This design comes from an exercise in tuning for small area on the open sky130 flow, not from production work. Only simulation tests tie the RTL to the original design; equivalence was not proved. Power and IR drop assume default switching activity.

main:
// tpm_fifo_top
module tpm_fifo_top
(
	input  logic                     clock,
	input  logic                     reset_n,
	input  logic                     req_i,		 
	input  logic                     we_i,
	input  logic [16-1:0]   addr_i,	 
	input  logic [7:0]               wdata_i,
	output logic [7:0]               rdata_o,
	input  logic [6-1:0]   cmd_rd_addr_i,
	output logic [7:0]               cmd_byte_o,
	input  logic                     rsp_we_i,
	input  logic [7:0]               rsp_byte_i,
	output logic                     exec_start_o,
	input  logic                     exec_done_i,
	output logic                     pirq_n_o,
	output logic [5-1:0]  locality_o
);
Size: roughly 2300 cells after synthesis, about 1100 flip-flops, about 67 I/O pins, ~40000 um2 of cells after synthesis.
clock: 5.0 ns
lec_check: 0
cap_margin: 20
core_margin: 2
core_utilization: 45
setup_slack_margin: 0.25
slew_margin: 20
synth_hierarchical: 1
standard.sh (not shown) runs the stock make flow with config.mk's settings and CLKGATE_MAP_FILE= SYNTH_SCRIPT=/design/flow/synth_recipe.tcl, a recipe that flattens the netlist after the stock synthesis.
==> flow/flow/run.sh <==
#!/bin/bash
# Standard ORFS layout (the standard.sh, standard synthesis unchanged) with
# layout-only settings: small port buffers, a clock tree of clkbuf_8 without
# dummy loads, no footprint-locked resizing, plain (not timing-driven) global
# placement. make's output goes to standard.log; each ORFS step keeps its own
# log under orfs/logs.
set -euo pipefail
bash standard.sh \
	"BUFFER_PORTS_ARGS=-buffer_cell sky130_fd_sc_hd__buf_1" \
	"MATCH_CELL_FOOTPRINT=0" \
	"GPL_TIMING_DRIVEN=0" \
	"CTS_ARGS=-sink_clustering_enable -repair_clock_nets -dont_use_dummy_load -buf_list sky130_fd_sc_hd__clkbuf_8 -sink_clustering_size 16 -sink_clustering_max_diameter 60" \
	finish > standard.log 2>&1
main finished every stage and its layout cleared the timing, design-rule and antenna checks.
Modified inputs, the feature branch compared to main
# main
export LEC_CHECK = 0
export CAP_MARGIN = 20
export CORE_MARGIN = 2
export CORE_UTILIZATION = 45
export SETUP_SLACK_MARGIN = 0.25
export SLEW_MARGIN = 20
export SYNTH_HIERARCHICAL = 1
create_clock -name core_clock -period 5.0 [get_ports {clock}]
# the feature branch
export LEC_CHECK = 0
export CAP_MARGIN = 10
export CORE_MARGIN = 2
export CORE_UTILIZATION = 45
export SETUP_SLACK_MARGIN = 0.25
export SLEW_MARGIN = 10
export SYNTH_HIERARCHICAL = 1
create_clock -name core_clock -period 5.0 [get_ports {clock}]
==> run summary <==
Cmp the feature branch and main / area of all placed cells without fillers / higher: main
Going from main to the feature branch, synthesized instance count now sits at about the same level, power share of the clock group down 0.3 points, share of layout cells above drive strength 1 lost 0.47 points, critical path data required time closely matched the old numbers.


tpm_fifo_top, a different RTL version from the one above (not shown whole).
Size in the first run: ~2200 cells after synthesis, roughly 0.040 mm2 of cells after synthesis.
==> flow/config.mk <==
export PLATFORM = sky130hd
export DESIGN_NAME = tpm_fifo_top
export DESIGN_NICKNAME = tpm_fifo_top
export VERILOG_FILES = /design/flow/design.v
export SDC_FILE = /design/flow/constraint.sdc
export NUM_CORES = 4
export LEC_CHECK = 0
export CAP_MARGIN = 5
export CORE_MARGIN = 2
export CORE_UTILIZATION = 45
export SETUP_SLACK_MARGIN = 0.2
export SLEW_MARGIN = 5
export SYNTH_HIERARCHICAL = 1
==> flow/constraint.sdc <==
create_clock -name core_clock -period 5.0 [get_ports {clock}]
set_input_delay 1.0000 -clock core_clock [delete_from_list [all_inputs] [get_ports {clock}]]
set_output_delay 1.0000 -clock core_clock [all_outputs]
set_load 0.01 [all_outputs]
Scripts as last shown in full above: flow/flow/run.sh
Next try:
CAP_MARGIN = 10   (was 5)
SLEW_MARGIN = 10   (was 5)
Area after synthesis is unchanged.
Global-route usage stays flat.
Hold slack improves by 0.062 ns.


## job 102
tpm_fifo_top, a different RTL version from the one above (not shown whole).
Size in the first run: ~2200 cells after synthesis, roughly 1100 flip-flops.
export LEC_CHECK = 0
export CAP_MARGIN = 10
export CORE_MARGIN = 2
export CORE_UTILIZATION = 45
export SETUP_SLACK_MARGIN = 0.2
export SLEW_MARGIN = 10
export SYNTH_HIERARCHICAL = 1
create_clock -name core_clock -period 5.0 [get_ports {clock}]
Scripts as last shown in full above: flow/flow/run.sh
For job 105, these inputs were changed with respect to job 102:
==> flow/flow/run.sh <==
#!/bin/bash
# Standard ORFS layout (the standard.sh, standard synthesis unchanged) with
# layout-only settings: small port buffers, a clock tree of clkbuf_8 (clusters of 18 sinks) without
# dummy loads, no footprint-locked resizing, plain (not timing-driven) global
# placement. make's output goes to standard.log; each ORFS step keeps its own
# log under orfs/logs.
set -euo pipefail
bash standard.sh \
	"BUFFER_PORTS_ARGS=-buffer_cell sky130_fd_sc_hd__buf_1" \
	"MATCH_CELL_FOOTPRINT=0" \
	"GPL_TIMING_DRIVEN=0" \
	"CTS_ARGS=-sink_clustering_enable -repair_clock_nets -dont_use_dummy_load -buf_list sky130_fd_sc_hd__clkbuf_8 -sink_clustering_size 18 -sink_clustering_max_diameter 70" \
	finish > standard.log 2>&1
==> run summary <==
Power density relative to cell area: job 105 and job 102 compared, higher one is job 102
Going from job 102 to job 105, layout-stage area growth over the synthesis result lower, first-pass GRT wire length roughly the same.
Timing, DRC, antenna: 0 failures across job 105 and job 102


Setup of v6:
tpm_fifo_top, a different RTL version from the one above (not shown whole).
Size: about 2,200 cells after synthesis, about 1,100 flip-flops, roughly 67 I/O pins, about 0.040 mm2 of cells after synthesis.
==> flow/config.mk <==
export PLATFORM = sky130hd
export DESIGN_NAME = tpm_fifo_top
export DESIGN_NICKNAME = tpm_fifo_top
export VERILOG_FILES = /design/flow/design.v
export SDC_FILE = /design/flow/constraint.sdc
export NUM_CORES = 4
export LEC_CHECK = 0
export CAP_MARGIN = 10
export CORE_MARGIN = 2
export CORE_UTILIZATION = 55
export SETUP_SLACK_MARGIN = 0.2
export SLEW_MARGIN = 10
export SYNTH_HIERARCHICAL = 1
==> flow/constraint.sdc <==
create_clock -name core_clock -period 5.0 [get_ports {clock}]
set_input_delay 1.0000 -clock core_clock [delete_from_list [all_inputs] [get_ports {clock}]]
set_output_delay 1.0000 -clock core_clock [all_outputs]
set_load 0.01 [all_outputs]
==> flow/flow/run.sh <==
#!/bin/bash
# The standard layout (standard.sh; the standard synthesis unchanged) with
# layout-only settings: buf_1 port buffers; a clock tree of clkbuf_8 in
# clusters of up to 18 sinks, without dummy loads; resizing not locked to the
# cell footprint; global placement not timing-driven. make's output goes to
# standard.log here; each ORFS step keeps its own log under orfs/logs.
set -euo pipefail
bash standard.sh \
	"BUFFER_PORTS_ARGS=-buffer_cell sky130_fd_sc_hd__buf_1" \
	"MATCH_CELL_FOOTPRINT=0" \
	"GPL_TIMING_DRIVEN=0" \
	"CTS_ARGS=-sink_clustering_enable -repair_clock_nets -dont_use_dummy_load -buf_list sky130_fd_sc_hd__clkbuf_8 -sink_clustering_size 18 -sink_clustering_max_diameter 70" \
	finish > standard.log 2>&1
## Diff of input files: v7 against v6
- swapping 55 for 70 in CORE_UTILIZATION
Notes after the runs:
Summary of the comparison: share of power burned in registers is higher in v7, relative to v6. The number of standard cells in the final layout excluding fillers in v7 was lower than what v6 gave. Summary — portion of total power attributed to the clock network, v7 relative to v6: lower, by 0.4 points. Looking at setup slack across v7 and v6, the one that comes out lower is v7. Compared with v6, in v7 sequential cell count held steady; highest clock frequency the design can meet went down about 0.8%; worst hold margin climbed 0.033 ns. Count of clock-buffer cells in the layout went down slightly going from v6 to v7. The run showing the greater final area is v6.


== build 67 ==
Another version of the RTL of tpm_fifo_top (not shown whole).
For scale: ~2200 cells after synthesis, ~1100 flip-flops, about 67 I/O pins, roughly 40000 um2 of cells after synthesis.
==> flow/design.v (excerpt) <==
module tpm_fifo_top(clock, reset_n, req_i, we_i, addr_i, wdata_i, rdata_o, cmd_rd_addr_i, cmd_byte_o, rsp_we_i, rsp_byte_i, exec_start_o, exec_done_i, pirq_n_o, locality_o);
	input clock;
	wire clock;
	input reset_n;
	wire reset_n;
	input req_i;
	wire req_i;
	input we_i;
	wire we_i;
	input [15:0] addr_i;
	wire [15:0] addr_i;
	input [7:0] wdata_i;
	wire [7:0] wdata_i;
	output [7:0] rdata_o;
	wire [7:0] rdata_o;
	input [5:0] cmd_rd_addr_i;
	wire [5:0] cmd_rd_addr_i;
	output [7:0] cmd_byte_o;
	wire [7:0] cmd_byte_o;
	input rsp_we_i;
	wire rsp_we_i;
	input [7:0] rsp_byte_i;
	wire [7:0] rsp_byte_i;
	output exec_start_o;
	wire exec_start_o;
	input exec_done_i;
	wire exec_done_i;
	output pirq_n_o;
	wire pirq_n_o;
	output [4:0] locality_o;
	wire [4:0] locality_o;
	wire [4:0] _000_;
	wire _001_;
	wire _002_;
	wire _003_;
	wire _004_;
	wire _005_;
	wire [7:0] _006_;
	wire [4:0] _007_;
	wire _008_;
	wire _009_;
	wire _010_;
	wire _011_;
	wire _012_;
	wire _013_;
	wire _014_;
	wire _015_;
	wire _016_;
	wire _017_;
	wire _018_;
	wire _019_;
	wire _020_;
	wire _021_;
	wire _022_;
	wire _023_;
	wire _024_;
	wire _025_;
	wire _026_;
	wire _027_;
	wire _028_;
	wire _029_;
	wire _030_;
	wire _031_;
	wire _032_;
	wire _033_;
	wire _034_;
	wire _035_;
	wire _036_;
	wire _037_;
	wire _038_;
	wire _039_;
	wire _040_;
	wire _041_;
	wire _042_;
	wire _043_;
	wire _044_;
	wire _045_;
  ...
Settings: LEC_CHECK=0, CAP_MARGIN=10, CORE_MARGIN=2, CORE_UTILIZATION=55, SETUP_SLACK_MARGIN=0.2, SLEW_MARGIN=10, SYNTH_HIERARCHICAL=1; clock period 5.0 ns.
==> flow/flow/run.sh <==
#!/bin/bash
# Standard ORFS layout (the standard.sh, standard synthesis unchanged) with
# layout-only settings: small port buffers, a clock tree of clkbuf_8 (clusters of 18 sinks) without
# dummy loads, no footprint-locked resizing, plain (not timing-driven) global
# placement. make's output goes to standard.log; each ORFS step keeps its own
# log under orfs/logs.
set -euo pipefail
bash standard.sh \
	"BUFFER_PORTS_ARGS=-buffer_cell sky130_fd_sc_hd__buf_1" \
	"MATCH_CELL_FOOTPRINT=0" \
	"GPL_TIMING_DRIVEN=0" \
	"CTS_ARGS=-sink_clustering_enable -repair_clock_nets -dont_use_dummy_load -buf_list sky130_fd_sc_hd__clkbuf_8 -sink_clustering_size 18 -sink_clustering_max_diameter 70" \
	finish > standard.log 2>&1
No stage failed in build 67, and the final checks on the layout all came back clean.
diff inputs: build 67 => build 16
# build 67
export LEC_CHECK = 0
export CAP_MARGIN = 10
export CORE_MARGIN = 2
export CORE_UTILIZATION = 55
export SETUP_SLACK_MARGIN = 0.2
export SLEW_MARGIN = 10
export SYNTH_HIERARCHICAL = 1
create_clock -name core_clock -period 5.0 [get_ports {clock}]
# build 16
export LEC_CHECK = 0
export CAP_MARGIN = 10
export CORE_MARGIN = 2
export CORE_UTILIZATION = 45
export SETUP_SLACK_MARGIN = 0.2
export SLEW_MARGIN = 10
export SYNTH_HIERARCHICAL = 1
create_clock -name core_clock -period 5.0 [get_ports {clock}]
--- outcome ---
Diff build 67 -> build 16: total power neither gained nor lost much, maximum buffer depth of the clock tree about even. In the metrics for build 67 and build 16, the one carrying the lower number of vias in the routed layout is build 67. Build 67 → build 16: count of plain and timing-repair buffers in the layout went up about 1%, antenna cell count went up 2. | logic gate share of total power | build 16 vs build 67 | ≈ equal |. Sum of net half-perimeters after detailed placement delta (build 16 − build 67): unfavourable. Build 16 vs. build 67: number of fillers in the final layout went up by 1919.

-- what the ideal ports hide --
No port has a modelled driver above. Below, the same layouts with a new extraction and two added sets of constraints.
Step 1 (the two cells are an assumption about what drives the block):
set clk [get_ports {clock}]
set_driving_cell -lib_cell sky130_fd_sc_hd__clkbuf_16 $clk
set_driving_cell -lib_cell sky130_fd_sc_hd__buf_2 [delete_from_list [all_inputs] $clk]
Step 2 moves the port delays by t, midway between the first and last clock arrival at a register: inputs arrive t later, outputs are due t later. That takes back most of the time a late clock gives input paths.
Three values: ideal ports, drivers, drivers and shift; two values: the first two.
run | t (ns) | setup WS [ns] | worst slew at a driven data input, ns
main | 0.760 | 0.225 / 0.198 / -0.493 | 0.15
the feature branch | 0.766 | 0.294 / 0.265 / -0.434 | 0.14
the first run of note 2 | 0.753 | 0.254 / 0.228 / -0.064 | 0.05
the second run of note 2 | 0.756 | 0.181 / 0.159 / -0.123 | 0.04
job 102 | 0.742 | 0.283 / 0.262 / -0.269 | 0.11
job 105 | 0.730 | 0.162 / 0.139 / -0.225 | 0.11
v6 | 0.722 | 0.255 / 0.233 / -0.111 | 0.10
v7 | 0.724 | 0.215 / 0.186 / -0.089 | 0.04
build 67 | 0.723 | 0.263 / 0.240 / -0.112 | 0.08
build 16 | 0.712 | 0.221 / 0.189 / -0.184 | 0.11
Met with ideal ports but missed after step 2: setup timing in every run listed. The setup slack of the feature branch, which loses most, moves by -0.029 ns with the drivers and by -0.728 ns with both steps.
